Source: an optimization exercise on an open RTL-to-GDS flow (aim: small area, a short achievable clock period and few clock cycles per item). Production flows keep margins and buffers that such runs may drop. Only simulation tests tie the RTL to the original design; equivalence was not proved.

Design mandel_iter_pipe, start of the top module:
module mandel_iter_pipe #(
    parameter int WIDTH  = 16,
    parameter int FRAC   = 13,
    parameter int ITER_W = 8,
    parameter int STAGES = 4
) (
    input  logic              Clk,
    input  logic              Reset,
    input  logic              in_valid,
    output logic              in_ready,
    input  logic [WIDTH-1:0]  in_x,
    input  logic [WIDTH-1:0]  in_y,
    input  logic [WIDTH-1:0]  in_c1,
    input  logic [WIDTH-1:0]  in_c2,
    input  logic [ITER_W-1:0] in_div,
    input  logic              in_done,
    input  logic [ITER_W-1:0] max_iter,
    output logic              out_valid,
    input  logic              out_ready,
    output logic [WIDTH-1:0]  out_x,
    output logic [WIDTH-1:0]  out_y,
    output logic [WIDTH-1:0]  out_c1,
    output logic [WIDTH-1:0]  out_c2,
    output logic [ITER_W-1:0] out_div,
    output logic              out_done
);
clock: 14.0 ns
lec_check: 0
cap_margin: 20
core_margin: 2
core_utilization: 40
slew_margin: 20
run.sh (not shown) runs the stock make flow with config.mk's settings and CLKGATE_MAP_FILE= SYNTH_SCRIPT=/design/flow/synth_recipe.tcl, a recipe that flattens the netlist after the stock synthesis.
The baseline passed the timing, DRC and antenna checks.
Testbench counts at the start, summed over its fixed seeds: cycles 3,240, items 3,200.
Edit:
--- a/flow/config.mk
+++ b/flow/config.mk
@@ -10,0 +11 @@
+export SETUP_SLACK_MARGIN = 5
Final cell count is about the same.
Via count stays flat.
Wire length is about the same.
Worst setup slack improves by 490 ps.
Count of clock-buffer cells in the layout came out higher by 1.
Non-clock buffer count came out higher by 15.
Clock skew came out lower by 15 ps.
Global-route usage stays flat.

== run 1 ==
mandel_iter_pipe, a different RTL version from the one above (not shown whole).
Size in the first run: ~10000 cells after synthesis, about 1000 flip-flops, about 100000 um2 of cells after synthesis.
==> flow/config.mk <==
export PLATFORM = sky130hd
export DESIGN_NAME = mandel_iter_pipe
export DESIGN_NICKNAME = mandel_iter_pipe
export VERILOG_FILES = /design/flow/design.v
export SDC_FILE = /design/flow/constraint.sdc
export NUM_CORES = 4
export LEC_CHECK = 0
export CAP_MARGIN = 20
export CORE_MARGIN = 2
export CORE_UTILIZATION = 40
export SLEW_MARGIN = 20
==> flow/constraint.sdc <==
create_clock -name core_clock -period 14.0 [get_ports {Clk}]
set_input_delay 2.8000 -clock core_clock [delete_from_list [all_inputs] [get_ports {Clk}]]
set_output_delay 2.8000 -clock core_clock [all_outputs]
set_load 0.01 [all_outputs]
standard.sh (not shown) runs the stock make flow with config.mk's settings and CLKGATE_MAP_FILE= SYNTH_SCRIPT=/design/flow/synth_recipe.tcl, a recipe that flattens the netlist after the stock synthesis.
==> flow/flow/run.sh <==
#!/bin/bash
set -euo pipefail
MARGIN=${MARGIN:-9.5}
bash standard.sh SETUP_SLACK_MARGIN=$MARGIN finish > standard_make.log 2>&1
Run 1 completed; timing, DRC and antenna clean
Testbench counts of run 1, summed over its fixed seeds: cycles 3,272, items 3,200.
Relative to run 1, the following input files were edited for run 2:
==> flow/flow/run.sh <==
#!/bin/bash
set -euo pipefail
MARGIN=${MARGIN:-8.5}
bash standard.sh SETUP_SLACK_MARGIN=$MARGIN finish > standard_make.log 2>&1
--- outcome ---
Run 2 and run 1 ended up with nearly the same worst setup slack.
Delta (run 2 minus run 1): clock latency on the worst-skew pair did not really move, utilization shows a reduction of 4.0 points, clock distribution area overhead in the final layout up 0.29 points, number of antenna cells inserted moved down, post-route antenna net violation count roughly the same.
More vias were needed by run 1 than by run 2.
Per the comparison of run 2 with run 1, share of the clock period used by the worst path saw little to no change.

exp/raven:
Another version of the RTL of mandel_iter_pipe (not shown whole).
Size in the first run: ~160 I/O pins.
export LEC_CHECK = 0
export CAP_MARGIN = 10
export CORE_MARGIN = 2
export CORE_UTILIZATION = 40
export SLEW_MARGIN = 10
create_clock -name core_clock -period 14.0 [get_ports {Clk}]
==> flow/flow/run.sh <==
#!/bin/bash
set -euo pipefail
MARGIN=${MARGIN:-6.5}
R=orfs/results/sky130hd/mandel_iter_pipe/base
bash standard.sh SETUP_SLACK_MARGIN=$MARGIN synth > standard_synth.log 2>&1
python3 flow/polarity.py $R/1_2_yosys.v $R/1_2_yosys_pol.v "$FLOW_HOME/platforms/sky130hd/lib/sky130_fd_sc_hd__tt_025C_1v80.lib" > polarity.log 2>&1
mv $R/1_2_yosys_pol.v $R/1_2_yosys.v
rm -f $R/1_synth.odb $R/1_synth.sdc
bash standard.sh SETUP_SLACK_MARGIN=$MARGIN finish > standard_make.log 2>&1
Other scripts of this flow, unchanged in this note and not shown: flow/flow/polarity.py
Testbench counts of exp/raven, summed over its fixed seeds: cycles 3,240, items 3,200.
[inputs] exp/garnet vs exp/raven
Settings: swapping 10 for 20 in CAP_MARGIN; swapping 10 for 20 in SLEW_MARGIN.
Results
Reported for exp/raven and exp/garnet, number of sinks on the clock net turned out identical to the last digit.
exp/raven -> exp/garnet: synthesized instance count delta 0, exact match
Here is what was changed in the inputs of exp/ember compared with exp/garnet.
Settings: ABC_AREA now 1, previously not set.
--- a/flow/flow/run.sh
+++ b/flow/flow/run.sh
@@ -1,5 +1,5 @@
 #!/bin/bash
 set -euo pipefail
-MARGIN=${MARGIN:-6.5}
+MARGIN=${MARGIN:-7}
 R=orfs/results/sky130hd/mandel_iter_pipe/base
 bash standard.sh SETUP_SLACK_MARGIN=$MARGIN synth > standard_synth.log 2>&1
Findings:
exp/garnet vs exp/ember, most frequent standard cell in the layout excluding fill and tap cells: sky130_fd_sc_hd__fa_1 vs sky130_fd_sc_hd__nand2_1
As of exp/ember, final HPWL from detailed placement had risen by more than a quarter compared to exp/garnet.
Total routed wirelength: exp/ember worse than exp/garnet
Diff exp/garnet and exp/ember: synthesized cell count lower in exp/garnet
exp/ember: core area is 6.8% higher than what exp/garnet reported.

afterwards: timing with drivers on the ports:
No port has a modelled driver above. Below, the same layouts with a new extraction and two added sets of constraints. Step 1: set_driving_cell puts a clkbuf_16 on Clk and a buf_2 on each other input, an assumption about the parent block. Step 2 times the ports against the registers' clock, not the clock port: input delays grow and output delays shrink by t, the midpoint of the rising clock arrivals with the driver on. a / b / c = ideal / step 1 / step 2; a / b = the first two.
run | shift t [ns] | setup slack, ns | worst data-port slew with drivers (ns)
the first run of note 1 | 0.747 | 4.800 / 4.800 / 4.800 | 0.11
the second run of note 1 | 0.714 | 5.294 / 5.294 / 5.294 | 0.08
run 1 | 0.897 | 8.039 / 8.039 / 8.039 | 0.10
run 2 | 0.896 | 8.037 / 8.037 / 8.037 | 0.10
exp/raven | 0.750 | 6.550 / 6.550 / 6.550 | 0.08
exp/garnet | 0.750 | 6.550 / 6.550 / 6.550 | 0.08
exp/ember | 0.768 | 6.927 / 6.927 / 6.927 | 0.14
After both steps setup and hold are still met in every run listed.
